Background: an optimization exercise with open tools, aiming at small area, a short achievable clock period and few clock cycles per item. Do not read the settings as production practice. RTL that was checked went through simulation tests only; none was proved equivalent to the original. Power figures rest on the tool's default switching activity, not on a simulated workload.

Design iter_multiplier, start of the top module:
module iter_multiplier (
    input  logic        clk,
    input  logic        rst_n,
    input  logic        mul_start,
    input  logic [63:0] a,
    input  logic [63:0] b,
    input  logic [1:0]  op,
    input  logic        word,
    input  logic        next,
    output logic [63:0] mul_result,
    output logic        mul_ok,
    output logic        busy
);
clock: 7.5 ns
lec_check: 0
cap_margin: 20
core_margin: 2
core_utilization: 40
setup_slack_margin: 4.5
slew_margin: 20
standard.sh (not shown) runs the stock make flow with config.mk's settings and CLKGATE_MAP_FILE= SYNTH_SCRIPT=/design/flow/synth_recipe.tcl, a recipe that flattens the netlist after the stock synthesis.
==> flow/flow/run.sh <==
#!/bin/bash
set -e
export BUFFER_PORTS_ARGS="-buffer_cell sky130_fd_sc_hd__buf_2"
bash standard.sh > standard.log 2>&1
Change:
--- a/flow/design.v
+++ b/flow/design.v
@@ -12,42 +12,39 @@
     output logic        busy
 );
     logic        busy_q, fix_q, inc_q, ok_q;
     logic [63:0] a_q, b_q;
     logic        a64_q, b64_q;
     logic [66:0] s_q, c_q;
     logic        cy_q;
     logic [7:0]  lo_s_q, lo_c_q;
     logic [3:0]  one_q, two_q, neg_q;       
     logic [3:0]  one_h_q, two_h_q, neg_h_q;  
     logic [2:0]  cnt_q;
     logic        word_q, fixop_q;
-    logic        fits_q;    
-    logic        half_q;    
     wire idle = !busy_q && !ok_q;
     wire calc = busy_q && !fix_q && !inc_q;
     wire a_sgn_in = (op != 2'b11);
     wire b_sgn_in = !op[1];
     wire a64_in   = a_sgn_in & a[63];
-    wire fits_in  = !word && (op == 2'b00) && (b[63:32] == {32{b[63]}});
     function automatic logic [2:0] benc(input logic x2, input logic x1, input logic x0);
         benc[0] = x1 ^ x0;                                   
         benc[1] = (x2 & ~x1 & ~x0) | (~x2 & x1 & x0);        
         benc[2] = x2;                                        
     endfunction
     logic [8:0] win;
     logic [3:0] one_d, two_d, neg_d;
     always_comb begin
         if (idle) win = b[8:0];
-        else      win = {((cnt_q == 3'd6 && !half_q) || (cnt_q == 3'd2 && fits_q)) ? b64_q : b_q[16], b_q[15:8]};
+        else      win = {(cnt_q == 3'd6 && !word_q) ? b64_q : b_q[16], b_q[15:8]};
         for (int i = 0; i < 4; i++) begin
             logic [2:0] e;
             e = benc(win[2*i+2], win[2*i+1], win[2*i]);
             one_d[i] = e[0];
             two_d[i] = e[1];
             neg_d[i] = e[2];
         end
     end
     wire [66:0] ax = {a64_q, a64_q, a64_q, a_q};
     wire [66:0] ax2 = {ax[65:0], 1'b0};
     logic [66:0] e0, e1, e2, e3;
     always_comb begin
@@ -1119,65 +1116,57 @@
     assign hhc[23] = hhg4_22;
     assign hhc[24] = hhg4_23;
     assign hhc[25] = hhg4_24;
     assign hhc[26] = hhg4_25;
     assign hhc[27] = hhg4_26;
     assign hhc[28] = hhg4_27;
     assign hhc[29] = hhg4_28;
     assign hhc[30] = hhg4_29;
     assign hhc[31] = hhg4_30;
     assign hhc[32] = hhg4_31;
     wire [31:0] hh = hhp ^ hhc[31:0];
     wire c32 = hlc[32];
-    logic [63:0] b_d;
+    logic [63:0] b_d, b_e, b_sh;
     always_comb begin
-        b_d = b_q;
-        if (idle) begin
-            b_d = b;
-        end else if (inc_q) begin
-            b_d[63:32] = b_q[63:32] + 32'd1;
-        end else if (busy_q) begin
-            if (fix_q && fixop_q) begin
-                b_d = {hh, hl};
-            end else begin
-                b_d = {low9[7:0], b_q[63:8]};
-                if (half_q) b_d[31:24] = low9[7:0];
-                if (word_q && fix_q) b_d[63:32] = {32{low9[7]}};
-                if (fits_q && fix_q) b_d[63:32] = hl;
-            end
-        end
+        b_e = b_q;
+        if (idle) b_e = b;
+        else if (inc_q) b_e[63:32] = b_q[63:32] + 32'd1;
+        b_sh = {low9[7:0], b_q[63:8]};
+        if (word_q) b_sh[31:24] = low9[7:0];
+        if (word_q && fix_q) b_sh[63:32] = {32{low9[7]}};
+        if (fix_q && fixop_q) b_d = {hh, hl};
+        else if (busy_q && !inc_q) b_d = b_sh;
+        else b_d = b_e;
     end
-    wire last = half_q ? (cnt_q == 3'd3) : (cnt_q == 3'd7);
+    wire last = word_q ? (cnt_q == 3'd3) : (cnt_q == 3'd7);
     always_ff @(posedge clk) begin
         b_q <= b_d;
         if (idle) begin
             a_q     <= a;
             a64_q   <= a64_in;
             b64_q   <= b_sgn_in & b[63];
             s_q     <= {3'b000, b[0] ? ~a : 64'b0};
             c_q     <= {(b[0] & !a64_in) ? 3'b011 : 3'b100, 64'b0};
             cy_q    <= b[0];
             cnt_q   <= 3'd0;
             word_q  <= word;
-            fits_q  <= fits_in;
-            half_q  <= word || fits_in;
             fixop_q <= !word && (op != 2'b00);
         end else begin
             s_q    <= ts[74:8];
             c_q    <= tc[74:8];
-            lo_s_q <= ts[7:0];
-            lo_c_q <= tc[7:0];
             if (cnt_q != 3'd0 || fix_q) cy_q <= low9[8];
             cnt_q <= cnt_q + 3'd1;
         end
+        lo_s_q <= ts[7:0];    
+        lo_c_q <= tc[7:0];
         one_q <= one_d;
         two_q <= two_d;
         neg_q <= neg_d;
         one_h_q <= (calc && last) ? 4'b0 : one_d;
         two_h_q <= (calc && last) ? 4'b0 : two_d;
         neg_h_q <= (calc && last) ? 4'b0 : neg_d;
     end
     always_ff @(posedge clk or negedge rst_n) begin
         if (!rst_n) begin
             busy_q <= 1'b0;
             fix_q  <= 1'b0;
             inc_q  <= 1'b0;
Effect:
- setup slack gains 0.27 ns
- design area drops by 6.0%
- routed wire length drops by 14%
- cell count drops by about 4.4%
- sequential power barely changes
- area after synthesis drops by 3.2%
- worst hold slack loses 0.039 ns
- die area drops by about 3%
- flip-flop and latch count drops by 2
- power drops by about 9%
- count of clock-buffer cells in the layout drops by 4
Testbench counts after the change, summed over its fixed seeds: cycles 23,924, items 2,400.
No functional check of the RTL was part of the first run of this note.

## static timing again, ports no longer ideal
The flow's constraints put no driver on any port. The routed layouts listed below were extracted and timed again, unchanged, in two steps.
Step 1 assumes that a clkbuf_16 drives the clock port and a buf_2 every other input.
Step 2 moves the port delays by t, midway between the first and last clock arrival at a register: inputs arrive t later, outputs are due t later. That takes back most of the time a late clock gives input paths.
Three values: no drivers, after step 1, after step 2; two values: the first two.
run | t, ns | setup WS [ns] | slew at the worst register clock pin (ns) | worst slew at a driven data input, ns
the first run | 0.626 | 4.297 / 4.297 / 4.297 | 0.07 / 0.07 | 0.14
the second run | 0.623 | 4.571 / 4.571 / 4.517 | 0.07 / 0.07 | 0.09
After both steps setup and hold are still met in every run listed. The setup slack of the second run, which loses most, moves by 0.000 ns with the drivers and by -0.054 ns with both steps.
